Context: an optimization exercise on an open-source flow, tuned for small area, a short achievable clock period and few clock cycles. The choices shown serve that exercise and are no tape-out recipe.
The RTL of this run was laid out without a check of its function.
Power is estimated from default activity; no workload was simulated.

--- design/flow/config.mk ---
export PLATFORM = sky130hd
export DESIGN_NAME = dcache_port
export DESIGN_NICKNAME = dcache_port
export VERILOG_FILES = /design/flow/design.v
export SDC_FILE = /design/flow/constraint.sdc
export NUM_CORES = 4
export LEC_CHECK = 0
export CAP_MARGIN = 20
export CORE_MARGIN = 2
export CORE_UTILIZATION = 40
export SETUP_SLACK_MARGIN = 2.6
export SLEW_MARGIN = 20
export TNS_END_PERCENT = 0
--- design/flow/constraint.sdc ---
create_clock -name core_clock -period 6.5 [get_ports {clk}]
set_input_delay 1.3000 -clock core_clock [delete_from_list [all_inputs] [get_ports {clk}]]
set_output_delay 1.3000 -clock core_clock [all_outputs]
set_load 0.01 [all_outputs]
--- design/flow/design.v ---
`timescale 1ns/1ps
`default_nettype none
module dcache_port (
    input  logic        clk,
    input  logic        rstn,
    input  logic        req_valid,
    input  logic [63:0] req_address,
    input  logic [63:0] req_value,
    input  logic [1:0]  req_op,
    input  logic [1:0]  req_size,
    input  logic        req_unsigned,
    input  logic [3:0]  req_amo,
    output logic        req_ready,
    output logic        resp_valid,
    output logic [63:0] resp_value,
    output logic        ex_valid,
    output logic        ex_cause,
    output logic [63:0] ex_tval,
    output logic        ar_valid,
    output logic [63:0] ar_addr,
    input  logic        ar_ready,
    input  logic        r_valid,
    input  logic [63:0] r_data,
    output logic        aw_valid,
    output logic [63:0] aw_addr,
    input  logic        aw_ready,
    output logic        w_valid,
    output logic [63:0] w_data,
    output logic [7:0]  w_strb,
    input  logic        w_ready,
    input  logic        b_valid
);
    logic busy_q;    
    logic ex_q;      
    logic arp_q;     
    logic rw_q;      
    logic awp_q;     
    logic wp_q;      
    logic bw_q;      
    logic calc_q;    
    logic        mm0_q, mm1_q, mm2_q, mm4_q, mm6_q;
    logic        ld_q;
    logic [63:0] addr_q;
    logic [63:0] val_q;     
    logic [63:0] old_q;     
    logic [7:0]  o1_q;                   
    logic        f1_q, f2_q, f4_q;       
    logic        sx_q;                   
    logic        sub_q, add_q, kp_q, kg_q, kv_q, sgn_q, max_q;   
    logic        cause_q;
    logic is_load, is_store, misal;
    assign is_load  = req_op == 2'd0;
    assign is_store = req_op == 2'd1;
    always_comb begin
        unique case (req_size)
            2'd0: misal = 1'b0;
            2'd1: misal = req_address[0];
            2'd2: misal = |req_address[1:0];
            default: misal = |req_address[2:0];
        endcase
    end
    logic rdone, done, acc, acc_rd, acc_st, amo_rd;
    assign rdone      = rw_q & r_valid;
    assign amo_rd     = rdone & ~ld_q;
    assign resp_valid = (rdone & ld_q) | (bw_q & b_valid);
    assign done       = resp_valid | ex_q;
    assign req_ready  = ~busy_q | done;
    assign acc        = req_valid & req_ready;
    assign acc_rd     = acc & ~misal & ~is_store;
    assign acc_st     = acc & ~misal & is_store;
    assign ex_valid = ex_q;
    assign ex_cause = cause_q;
    assign ex_tval  = addr_q;
    logic [63:0] addr_out;
    assign addr_out = (arp_q | awp_q) ? addr_q : req_address;
    assign ar_valid = arp_q | acc_rd;
    assign ar_addr  = addr_out;
    assign aw_valid = awp_q | acc_st;
    assign aw_addr  = addr_out;
    logic [7:0]  lb [8];
    logic [7:0]  sg, o1;
    logic        f1, f2, f4;
    logic [7:0]  b0, b1, b2, b3;
    logic        ext;
    logic [63:0] aligned;
    always_comb begin
        for (int k = 0; k < 8; k++) lb[k] = r_data[8*k +: 8];
        o1 = o1_q;
        f1 = f1_q;
        f2 = f2_q;
        f4 = f4_q & o1_q[0];
        for (int k = 0; k < 8; k++) begin
            sg[k] = o1[k] & ~f1_q;
            if (k % 2 == 1) sg[k] = sg[k] | (o1[k-1] & f1_q & ~f2_q);
            if (k % 4 == 3) sg[k] = sg[k] | (o1[k-3] & f2_q & ~f4_q);
            sg[k] = sg[k] & sx_q;
        end
        b0 = '0; b1 = '0; b2 = '0; b3 = '0; ext = 1'b0;
        for (int k = 0; k < 8; k++) begin
            b0  |= lb[k] & {8{o1[k]}};
            ext |= lb[k][7] & sg[k];
        end
        for (int k = 0; k < 4; k++) b1 |= lb[2*k+1] & {8{o1[2*k]}};
        for (int k = 0; k < 2; k++) begin
            b2 |= lb[4*k+2] & {8{o1[4*k]}};
            b3 |= lb[4*k+3] & {8{o1[4*k]}};
        end
        aligned[7:0]   = b0;
        aligned[15:8]  = (b1 & {8{f1}}) | {8{ext & ~f1_q}};
        aligned[31:16] = ({b3, b2} & {16{f2}}) | {16{ext & ~f2_q}};
        aligned[63:32] = (r_data[63:32] & {32{f4}}) | {32{ext & ~f4_q}};
    end
    assign resp_value = aligned | (old_q & {64{~rw_q}});
    function automatic logic [63:0] repl(input logic [63:0] v, input logic [1:0] sz);
        unique case (sz)
            2'd0: repl = {8{v[7:0]}};
            2'd1: repl = {4{v[15:0]}};
            2'd2: repl = {2{v[31:0]}};
            default: repl = v;
        endcase
    endfunction
    function automatic logic [7:0] strb(input logic [2:0] off, input logic [1:0] sz);
        unique case (sz)
            2'd0: strb = 8'h01 << off;
            2'd1: strb = 8'h03 << off;
            2'd2: strb = 8'h0f << off;
            default: strb = 8'hff;
        endcase
    endfunction
    logic [1:0] size_r;
    assign size_r  = {f2_q, (f1_q & ~f2_q) | f4_q};
    logic [63:0] wsrc_r;
    assign wsrc_r[7:0]   = mm0_q ? old_q[7:0]   : val_q[7:0];
    assign wsrc_r[15:8]  = mm1_q ? old_q[15:8]  : val_q[15:8];
    assign wsrc_r[31:16] = mm2_q ? old_q[31:16] : val_q[31:16];
    assign wsrc_r[47:32] = mm4_q ? old_q[47:32] : val_q[47:32];
    assign wsrc_r[63:48] = mm6_q ? old_q[63:48] : val_q[63:48];
    assign w_data  = wp_q ? repl(wsrc_r, size_r) : repl(req_value, req_size);
    assign w_strb  = wp_q ? strb(addr_q[2:0], size_r) : strb(req_address[2:0], req_size);
    assign w_valid = wp_q | acc_st;
    logic        sub, word, lt_u, lt, take_old, is_add, c32, c64;
    logic [63:0] pg_p, pg_g, cy, lres, alu;
    assign sub  = sub_q;
    assign word = f2_q & ~f4_q;
    assign pg_p = old_q ^ val_q;
    assign pg_g = old_q & val_q;
    always_comb begin
        logic [63:0] gg, pp;
        gg = pg_g;
        pp = pg_p;
        gg[0] = pg_g[0] | (pg_p[0] & sub);
        for (int l = 1; l <= 6; l++)
            for (int j = (1 << l) - 1; j < 64; j += (1 << l)) begin
                gg[j] = gg[j] | (pp[j] & gg[j - (1 << (l - 1))]);
                pp[j] = pp[j] & pp[j - (1 << (l - 1))];
            end
        for (int l = 6; l > 0; l--)
            for (int j = (1 << l) + (1 << (l - 1)) - 1; j < 64; j += (1 << l)) begin
                gg[j] = gg[j] | (pp[j] & gg[j - (1 << (l - 1))]);
                pp[j] = pp[j] & pp[j - (1 << (l - 1))];
            end
        cy  = {gg[62:0], sub};
        c64 = gg[63];
    end
    assign c32  = cy[32];
    assign lt_u = word ? ~c32 : ~c64;
    always_comb begin
        logic so, sv;
        so = word ? old_q[31] : old_q[63];
        sv = word ? ~val_q[31] : ~val_q[63];
        lt = (sgn_q & (so ^ sv)) ? so : lt_u;
    end
    assign take_old = lt ^ max_q;
    assign is_add   = add_q;
    always_comb begin
        lres = (pg_p & {64{kp_q}}) | (pg_g & {64{kg_q}}) | (val_q & {64{kv_q}})
             | (~val_q & {64{sub_q}});
    end
    assign alu = is_add ? pg_p ^ cy : lres;
    logic acc_inv, d_add, d_kp, d_kg, d_sgn, d_max;
    assign acc_inv = req_op == 2'd2
                   & (req_amo[3] | (req_amo[2] & req_amo[0]) | (req_amo[2] & req_amo[1]));
    assign d_add   = req_amo == 4'd1;
    assign d_kp    = req_amo == 4'd2 || req_amo == 4'd4;
    assign d_kg    = req_amo == 4'd3 || req_amo == 4'd4;
    assign d_sgn   = req_amo == 4'd5 || req_amo == 4'd6;
    assign d_max   = req_amo == 4'd6 || req_amo == 4'd8;
    always_ff @(posedge clk or negedge rstn) begin
        if (!rstn) begin
            busy_q <= 1'b0;
            ex_q   <= 1'b0;
            arp_q  <= 1'b0;
            rw_q   <= 1'b0;
            awp_q  <= 1'b0;
            wp_q   <= 1'b0;
            bw_q   <= 1'b0;
            calc_q <= 1'b0;
        end else begin
            busy_q <= acc | (busy_q & ~done);
            ex_q   <= acc & misal;
            arp_q  <= ar_valid & ~ar_ready;
            rw_q   <= acc_rd | (rw_q & ~r_valid);
            awp_q  <= (aw_valid & ~aw_ready) | amo_rd;
            wp_q   <= (w_valid & ~w_ready) | calc_q;
            bw_q   <= acc_st | amo_rd | (bw_q & ~b_valid);
            calc_q <= amo_rd;
        end
    end
    always_ff @(posedge clk) begin
        if (acc) begin
            ld_q    <= is_load;
            addr_q  <= req_address;
            f1_q    <= req_size != 2'd0;
            f2_q    <= req_size[1];
            f4_q    <= req_size == 2'd3;
            sub_q   <= acc_inv;
            add_q   <= d_add;
            kp_q    <= d_kp;
            kg_q    <= d_kg;
            kv_q    <= ~(acc_inv | d_add | d_kp | d_kg);
            sgn_q   <= d_sgn;
            max_q   <= d_max;
            cause_q <= ~is_load;
        end
        if (acc) begin
            o1_q <= 8'd1 << req_address[2:0];
            sx_q <= ~(req_unsigned & is_load);
        end else if (rdone) begin
            o1_q <= '0;
            sx_q <= 1'b0;
        end
        if (acc) val_q <= req_value ^ {64{acc_inv}};
        else if (calc_q) val_q <= alu;
        if (amo_rd) old_q <= aligned;
        if (acc) begin
            mm0_q <= 1'b0;
            mm1_q <= 1'b0;
            mm2_q <= 1'b0;
            mm4_q <= 1'b0;
            mm6_q <= 1'b0;
        end else if (calc_q) begin
            mm0_q <= sub & take_old;
            mm1_q <= sub & take_old & f1_q;
            mm2_q <= sub & take_old & f2_q;
            mm4_q <= sub & take_old & f4_q;
            mm6_q <= sub & take_old & f4_q & ~addr_q[0];
        end
    end
endmodule
`default_nettype wire
--- design/flow/flow/run.sh ---
#!/bin/bash
set -euo pipefail
bash standard.sh BUFFER_PORTS_ARGS="-buffer_cell sky130_fd_sc_hd__buf_1" finish > make_finish.log 2>&1
--- design/flow/standard.sh ---
#!/bin/bash
# synth_recipe.tcl (not shown) runs the flow's synth.tcl, then flattens the netlist and writes it again
# the make line also repeats each setting of config.mk as NAME=value (left out here)
make -C /OpenROAD-flow-scripts/flow DESIGN_CONFIG=/design/flow/config.mk WORK_HOME=/design/flow/orfs CLKGATE_MAP_FILE= SYNTH_SCRIPT=/design/flow/synth_recipe.tcl "${@:-finish}"
==> run notes <==
-- per-stage QoR --
| step | instances | power (W) | setup WS, ns | util [%] | cell area, um2 |
|---|---|---|---|---|---|
| after detailed placement | 3029 | 0.00467 | 1.65 | 44.5 | 21100 |
| after CTS | 3083 | 0.00641 | 1.93 | 47.0 | 22300 |
| final | 3097 | 0.00649 | 1.98 | 47.3 | 22400 |
| after floorplan | 2071 | 0.00376 | 2.07 | - | 19200 |
| after global routing | 3096 | 0.00674 | 1.89 | 47.3 | 22400 |
| after global placement | 3027 | 0.00463 | 1.67 | 44.5 | 21100 |
-- report_power, final --
| group | total, W | switching (W) | internal [W] |
|---|---|---|---|
| clock network | 0.00171 | 0.000708 | 0.00100 |
| logic | 0.00274 | 0.00176 | 0.000971 |
| registers | 0.00204 | 0.000194 | 0.00185 |
-- cells in the final DEF, fill, tap and decap left out, types with 43 or more instances in the layout --
master	n
nand2_1	152
xor2_1	43
a21o_1	141
a22oi_1	81
inv_1	51
edfxtp_1	213
buf_1	539
mux2_2	105
o21ai_0	185
a21oi_1	174
ha_1	65
nor2_1	121
-- cell type report --
cell class | count | area (um2)
Sequential cell | 226 | 6700
Fill cell | 4700 | 25000
Antenna cell | 9 | 22.5
Timing Repair Buffer | 582 | 2450
Tap cell | 615 | 769
Clock buffer | 36 | 815
Multi-Input combinational cell | 1560 | 11300
Inverter | 55 | 210
Clock inverter | 14 | 159
-- state kept, by name, indices dropped and copies added, names as in the netlist, 8 cells and up --
name,count
addr_q,64
o1_q,8
old_q,64
val_q,64
-- routing by layer --
| layer | part of all wire, % | global-route usage (%) |
|---|---|---|
| met1 | 35 | 42.7 |
| met2 | 47 | 59.8 |
| met3 | 10 | 7.68 |
| met4 | 7.9 | 24.7 |
| met5 | 0.033 | 0 |
-- cell families after synthesis --
logic type	count (synthesis)
multiplexers	145
flip-flops	226
AND/OR/NAND/NOR	420
buffers and inverters	285
AO/OA/AOI/OAI	815
XOR/XNOR	74
adder cells (fa/ha/maj)	106
-- repair_timing --
action | in CTS | in global routing
endpoints found under the setup margin | 232 | 262
cloned | 1 | 1
pin swaps | 4 | 6
gates resized for setup | 34 | 22
setup buffers | 3 | 4
-- worst paths after layout --
path	end	depth (start not counted)	start
setup / recovery	w_data[29]	9	req_size[1]
hold / removal	mm2_q$_SDFFE_PP0P_	1	mm2_q$_SDFFE_PP0P_
setup reg to reg	val_q[63]$_DFFE_PP_	18	old_q[0]$_DFFE_PP_
hold reg to reg	mm2_q$_SDFFE_PP0P_	1	mm2_q$_SDFFE_PP0P_
max in group asynchronous	wp_q$_DFF_PN0_	1	rstn
min in group asynchronous	rw_q$_DFF_PN0_	1	rstn
==> summary.txt <==
Setup path
  • Register-to-register setup slack: 2.15 ns
  • CP startpoint kind: primary input
  • CP endpoint kind: output pin
  • Worst path bufs/invs: 5
  • CP max stage cell: a21oi_1
  • Crit Path Class: in -> out
  • CP cell instances: buf_1 -> buf_6 -> ha_1 -> buf_6 -> or2_4 -> buf_4 -> a211oi_1 -> a21oi_1 -> buf_1
  • Delay-heaviest family, CP: buffers and inverters
  • Critical path arrival: 3.22 ns
  • Max incr delay on CP: 0.36 ns
  • Crit-path max FO: 34
  • Worst endpoint required time: 5.20 ns

GRT
  • Grt total ovfl: 0
  • Largest net degree at the start of global routing: 129
  • Vias in the first global route: between 15,000 and 20,000
  • GRT Overall Usage: 36.4%
  • Initial antenna violation count: 19
  • First-pass GRT wire length: ~130,000 um

STA
  • Clock Skew: 0.0148 ns
  • Setup TNS: 0 ns
  • Final Hold Viols: 0
  • RSZ-0062 raised after global routing: true
  • Max Slew Vio Count: 0
  • Worst Tran Pin Value: 1.12 ns
  • Fmax: around 0.22 GHz
  • Final period utilization: 69.5%
  • Min Hold Slack: 0.490 ns
  • Rel. slew slack: 25.2%
  • Setup violators final: 0
  • Final min period: 4.52 ns

Synth
  • Syn Inst Count: between 2,000 and 2,500
  • Syn Nets: about 2,400
  • Seq/Total Area, Yosys: 35.0%
  • Most common cell in the netlist: edfxtp_1
  • Synth Register Bits: 226
  • FFs w/ async S/R, synth: 3.54%
  • Avg Cell Area, Syn: approximately 9.2 um2
  • Post-synth top area share: about a third
  • Simple-gate portion of the synthesized area: ~10%
  • Area contributors post-synth: edfxtp_1 (33%), mux2_2 (6.2%), a21o_1 (5.5%)
  • Compound-Gate Fraction of Synth Area: roughly 28%
  • Yosys cell types: 68
  • Synth area leader: edfxtp_1
  • Main combinational cell family by area after synthesis: compound AO/OA/AOI/OAI gates
  • Mux contribution to synthesized area: 8.27%
  • Top cells by count, synth: edfxtp_1 (213), o21ai_0 (190), a21oi_1 (174)
  • Xor/xnor share of the synthesized area: 3.38%
  • EDFF count, synth: approximately 210
  • Prevailing post-synth register cell: edfxtp_1
  • Synth Area in Adders: 8.21%
  • Warnings, synthesis: 2
  • Syn Std Cell Area: about 19,000 um2

Cells and area
  • Layout area overhead: 17.2%
  • Final net count: between 2,000 and 3,000
  • Proportion of layout cells with a drive suffix above 1: 9.95%

CTS
  • TritonCTS Buffers: 29
  • Clk Latency, worst-skew pair: 0.58 ns
  • Clk buf depth: 3
  • Sink Count: 226
  • CTS Hold Bufs: 0
  • TritonCTS clock tree: built
  • Clock transition at path regs: 0.06 ns
  • CTS H-Tree Depth: 1
  • Clock root buffer: clkbuf_16

Die
  • Die Ht: 223 um
  • IO Pins: 544
  • Initial Utilization: 40.4%
  • Die W: 223 um
  • Die area: approximately 50,000 um2
  • Row Count: 80
  • CORE AREA: 47,400 um2

Route
  • Post-Route WL: about 94,000 um
  • Detail-routed via count per cell: 6.44
  • Drt pass-1 iters: 7
  • Vias: ~20,000
  • Routed Antenna Nets: 0
  • Initial drt markers: ~2,700
  • Wire per inst: 30.3 um
  • DRC errors left: 0

Run status
  • Outcome: timing/DRC/antenna clean

Power
  • Leak: a little over 8 nW
  • Pwr dens: 289 nW/um2
  • VDD IR max: 0.000211 V

Run
  • Max-Cap Viols: 0

Place
  • Detailed placement HPWL: 71,600 um
  • RePlAce Congestion: 0.980
  • Port Buffer Count: 543

Worst hold path
  • HP Class: reg -> reg

-- re-timing with driven ports --
In the flow no input, the clock included, has a driving cell. The finished layout below was timed again as built, in two steps.
Step 1 (the two cells are an assumption about what drives the block):
set clk [get_ports {clk}]
set_driving_cell -lib_cell sky130_fd_sc_hd__clkbuf_16 $clk
set_driving_cell -lib_cell sky130_fd_sc_hd__buf_2 [delete_from_list [all_inputs] $clk]
Step 2 moves the port delays by t, midway between the first and last clock arrival at a register: inputs arrive t later, outputs are due t later. That takes back most of the time a late clock gives input paths.
a / b / c = ideal ports / drivers / drivers and shift; a / b = the first two.
t (ns): 0.635
setup slack, ns: 1.981 / 1.904 / 1.904
worst setup path after step 2: input to output
clock arrival spread, ns: 0.015 / 0.015
slew at the worst register clock pin (ns): 0.07 / 0.07
After both steps this run still meets setup and hold. The setup slack of this run moves by -0.077 ns with the drivers and by -0.077 ns with both steps.
